This is an optimization exercise on Yosys and OpenROAD, whose aim is small area, a short achievable clock period and few clock cycles per item, not a production implementation. At most, simulation tests tie the RTL to the original design; equivalence was not proved. Power is estimated from default activity; no workload was simulated.

## JK
// mm_top
module mm_top
(
  input  logic        clk_i,
  input  logic        rst_i,
  input  logic        in_valid_i,
  input  logic [35:0] in_beat_i,
  output logic        in_ready_o,
  output logic        z_valid_o,
  output logic [79:0] z_o,
  input  logic        z_ready_i,
  output logic        busy_o
);
==> flow/config.mk <==
export PLATFORM = sky130hd
export DESIGN_NAME = mm_top
export DESIGN_NICKNAME = mm_top
export VERILOG_FILES = /design/flow/design.v
export SDC_FILE = /design/flow/constraint.sdc
export NUM_CORES = 4
export LEC_CHECK = 0
export CAP_MARGIN = 20
export CORE_MARGIN = 2
export CORE_UTILIZATION = 40
export CTS_CLUSTER_DIAMETER = 110
export CTS_CLUSTER_SIZE = 26
export SETUP_SLACK_MARGIN = 4.2
export SLEW_MARGIN = 20
==> flow/constraint.sdc <==
create_clock -name core_clock -period 7.0 [get_ports {clk_i}]
set_input_delay 1.4000 -clock core_clock [delete_from_list [all_inputs] [get_ports {clk_i}]]
set_output_delay 1.4000 -clock core_clock [all_outputs]
set_load 0.01 [all_outputs]
standard.sh (not shown) runs the stock make flow with config.mk's settings and CLKGATE_MAP_FILE= SYNTH_SCRIPT=/design/flow/synth_recipe.tcl, a recipe that flattens the netlist after the stock synthesis.
==> flow/flow/run.sh <==
#!/bin/bash
# Layout with the standard flow; the only change is the port buffers:
# every input and output port still gets one, but as buf_1 rather than the
# delay cell the flow's default choice picks.
set -euo pipefail
export BUFFER_PORTS_ARGS="-buffer_cell sky130_fd_sc_hd__buf_1"
bash standard.sh synth > synth.log 2>&1
bash standard.sh > layout.log 2>&1
Per the final summary, JK finished and its layout is clean on timing, DRC and antenna.
Testbench counts of JK, summed over its fixed seeds: cycles 3,136, jobs 512.
The following lists how MS was set up differently from JK:
- changing CTS_CLUSTER_DIAMETER from 110 to 90
- changing SETUP_SLACK_MARGIN from 4.2 to 4.5
- changing CORE_UTILIZATION from 40 to 55
- changing CTS_CLUSTER_SIZE from 26 to 24
==> flow/run.sh (new file) <==
#!/bin/bash
# synth_recipe.tcl (not shown) runs the flow's synth.tcl, then flattens the netlist and writes it again
# the make line also repeats each setting of config.mk as NAME=value (left out here)
make -C /OpenROAD-flow-scripts/flow DESIGN_CONFIG=/design/flow/config.mk WORK_HOME=/design/flow/orfs CLKGATE_MAP_FILE= SYNTH_SCRIPT=/design/flow/synth_recipe.tcl finish
removed: flow/flow/run.sh
removed: flow/standard.sh
Per the comparison of MS with JK, clock network fraction of design power +0.8 points; final area grew by about 6%; count of instances resized after the clock tree is built went up by 2000%.
MS -> JK: minimum hold slack flat
MS reached the final stage; the timing, design-rule and antenna checks on its layout passed.
diff inputs: MS => AL
- CTS_CLUSTER_DIAMETER changed from 90 to 110
- CTS_CLUSTER_SIZE changed from 24 to 26
- CORE_UTILIZATION changed from 55 to 40
- SETUP_SLACK_MARGIN changed from 4.5 to 4.2
Findings:
MS → AL: wire length on met2 shows a reduction of 14%, die area shows an increase of about 37%, portion of the layout cell area used by non-clock buffers shows a reduction of 1.1 points. Of the two values seen for end point of the critical path, i_z_buffer.z_q[56] was produced by MS and i_z_buffer.z_q[55] by AL. AL vs. MS: utilization after layout went down by 19 points.
> inputs changed (AL -> TR)
- putting ABC_CLOCK_PERIOD_IN_PS at 1000 where nothing was set
- clearing CTS_CLUSTER_DIAMETER, which used to be 110
- clearing CTS_CLUSTER_SIZE, which used to be 26
- swapping 4.2 for 4.5 in SETUP_SLACK_MARGIN
==> run summary <==
- Across both runs, largest stage delay on the critical path was lower for TR than for AL.
- Delta (TR minus AL): number of clock-tree buffers in the layout went up; vias per cell did not really move; post-cts gate resize count went up.
- Between AL and TR, sequential share of layout area decreased.
- Looking only at number of iterations in the first detailed-routing pass, and setting everything else aside, the lower value of TR and AL goes to TR.
- The final design instance area without fill of TR is higher than that of AL.
- The total track usage in TR sits 0.84 points above the value recorded for AL.
- Between AL and TR, the area of all sequential standard cells figures differ only marginally.
- Summary: with AL as the reference, HPWL reported at the end of detailed placement in TR moved up slightly.
- Routed length on met3, TR and AL: higher on TR
The following lists how PW was set up differently from TR:
- SETUP_SLACK_MARGIN changed from 4.5 to 4.35
- CTS_CLUSTER_SIZE newly set to 26
- CTS_CLUSTER_DIAMETER newly set to 110
- ABC_CLOCK_PERIOD_IN_PS removed (was 1000)
Findings:
PW ends up with a summed area of non-filler cells in the final layout that is about 5% lower than in TR.
Per the comparison of PW with TR, clock skew went down 6.7 ps, number of cells on the critical path went down 1, number of placed instances with taps included held.

---

mm_top again, from the RTL that the note above started with.
==> flow/design.v (excerpt) <==
module mm_top
(
  input  logic        clk_i,
  input  logic        rst_i,
  input  logic        in_valid_i,
  input  logic [35:0] in_beat_i,
  output logic        in_ready_o,
  output logic        z_valid_o,
  output logic [79:0] z_o,
  input  logic        z_ready_i,
  output logic        busy_o
);
make LEC_CHECK=0 CAP_MARGIN=20 CORE_MARGIN=2 CORE_UTILIZATION=40 SETUP_SLACK_MARGIN=4.5 SLEW_MARGIN=20 finish   # period 7.0 ns
run.sh (not shown) runs the stock make flow with config.mk's settings and CLKGATE_MAP_FILE= SYNTH_SCRIPT=/design/flow/synth_recipe.tcl, a recipe that flattens the netlist after the stock synthesis.
Stock flow here: none of the scripts above is used.
The baseline produced a clean layout.
Testbench counts at the start, summed over its fixed seeds: cycles 3,136, jobs 512.
Rerun with:
- CORE_UTILIZATION: 40 -> 55
- CTS_BUF_LIST: not set -> sky130_fd_sc_hd__clkbuf_4 sky130_fd_sc_hd__clkbuf_8
- CTS_CLUSTER_SIZE: not set -> 20
After rerunning:
- worst setup slack degrades by 71 ps
- final cell count is lower by a few percent
- synthesized cell count does not change
- cell area hardly moves

---

mm_top, a different RTL version from the one above (not shown whole).
Size in the first run: ~2,400 cells after synthesis, roughly 590 flip-flops, about 0.028 mm^2 of cells after synthesis.
clock: 7.0 ns
lec_check: 0
cap_margin: 20
core_margin: 2
core_utilization: 40
setup_slack_margin: 4.35
slew_margin: 20
Edit:
Settings changed: SETUP_SLACK_MARGIN 4.35 to 4.2.
What happened:
- The changed run finished with timing, DRC and antenna clean
- register-to-register slack gets better by 0.02 ns
- setup slack gets better by 0.020 ns
- clock skew decreases by 0.036 ns
- utilization decreases by 0.41 points
- die area stays the same
- clock power increases slightly
No functional check of the RTL was part of any run of this note.

## re-timing with driven ports
How much do the figures lean on ideal ports? The routed layouts below were timed once more, with nothing changed but the port constraints. Step 1: set_driving_cell puts a clkbuf_16 on clk_i and a buf_2 on each other input, an assumption about the parent block. Step 2, shift: input delay + t, output delay - t, t = (earliest + latest rising clock arrival at the registers) / 2. This alone moves slack from input paths to output paths. Three values: ideal, step 1, step 2; two values: the first two.
run | shift t [ns] | slack for setup (ns) | worst setup path at the end | latest minus earliest clock arrival (ns) | worst slew at a driven data input, ns
JK | 0.675 | 4.075 / 4.075 / 3.712 | input to register | 0.025 / 0.026 | 0.04
MS | 0.683 | 4.071 / 4.071 / 3.753 | input to register | 0.036 / 0.036 | 0.04
AL | 0.665 | 4.262 / 4.216 / 3.661 | input to register | 0.027 / 0.027 | 0.04
TR | 0.677 | 4.224 / 4.224 / 3.749 | input to register | 0.030 / 0.029 | 0.04
PW | 0.661 | 4.197 / 4.197 / 3.754 | input to register | 0.027 / 0.026 | 0.04
the first run of note 2 | 0.677 | 4.224 / 4.224 / 3.749 | input to register | 0.030 / 0.029 | 0.04
the second run of note 2 | 0.760 | 4.154 / 4.154 / 3.654 | input to register | 0.048 / 0.048 | 0.04
the first run of note 3 | 0.693 | 4.216 / 4.216 / 3.734 | input to register | 0.057 / 0.057 | 0.04
the second run of note 3 | 0.689 | 4.236 / 4.200 / 3.620 | input to register | 0.022 / 0.021 | 0.05
After both steps setup and hold are still met in every run listed. For the second run of note 3, which loses most, drivers alone change the setup slack by -0.036 ns; drivers and shift together by -0.616 ns.
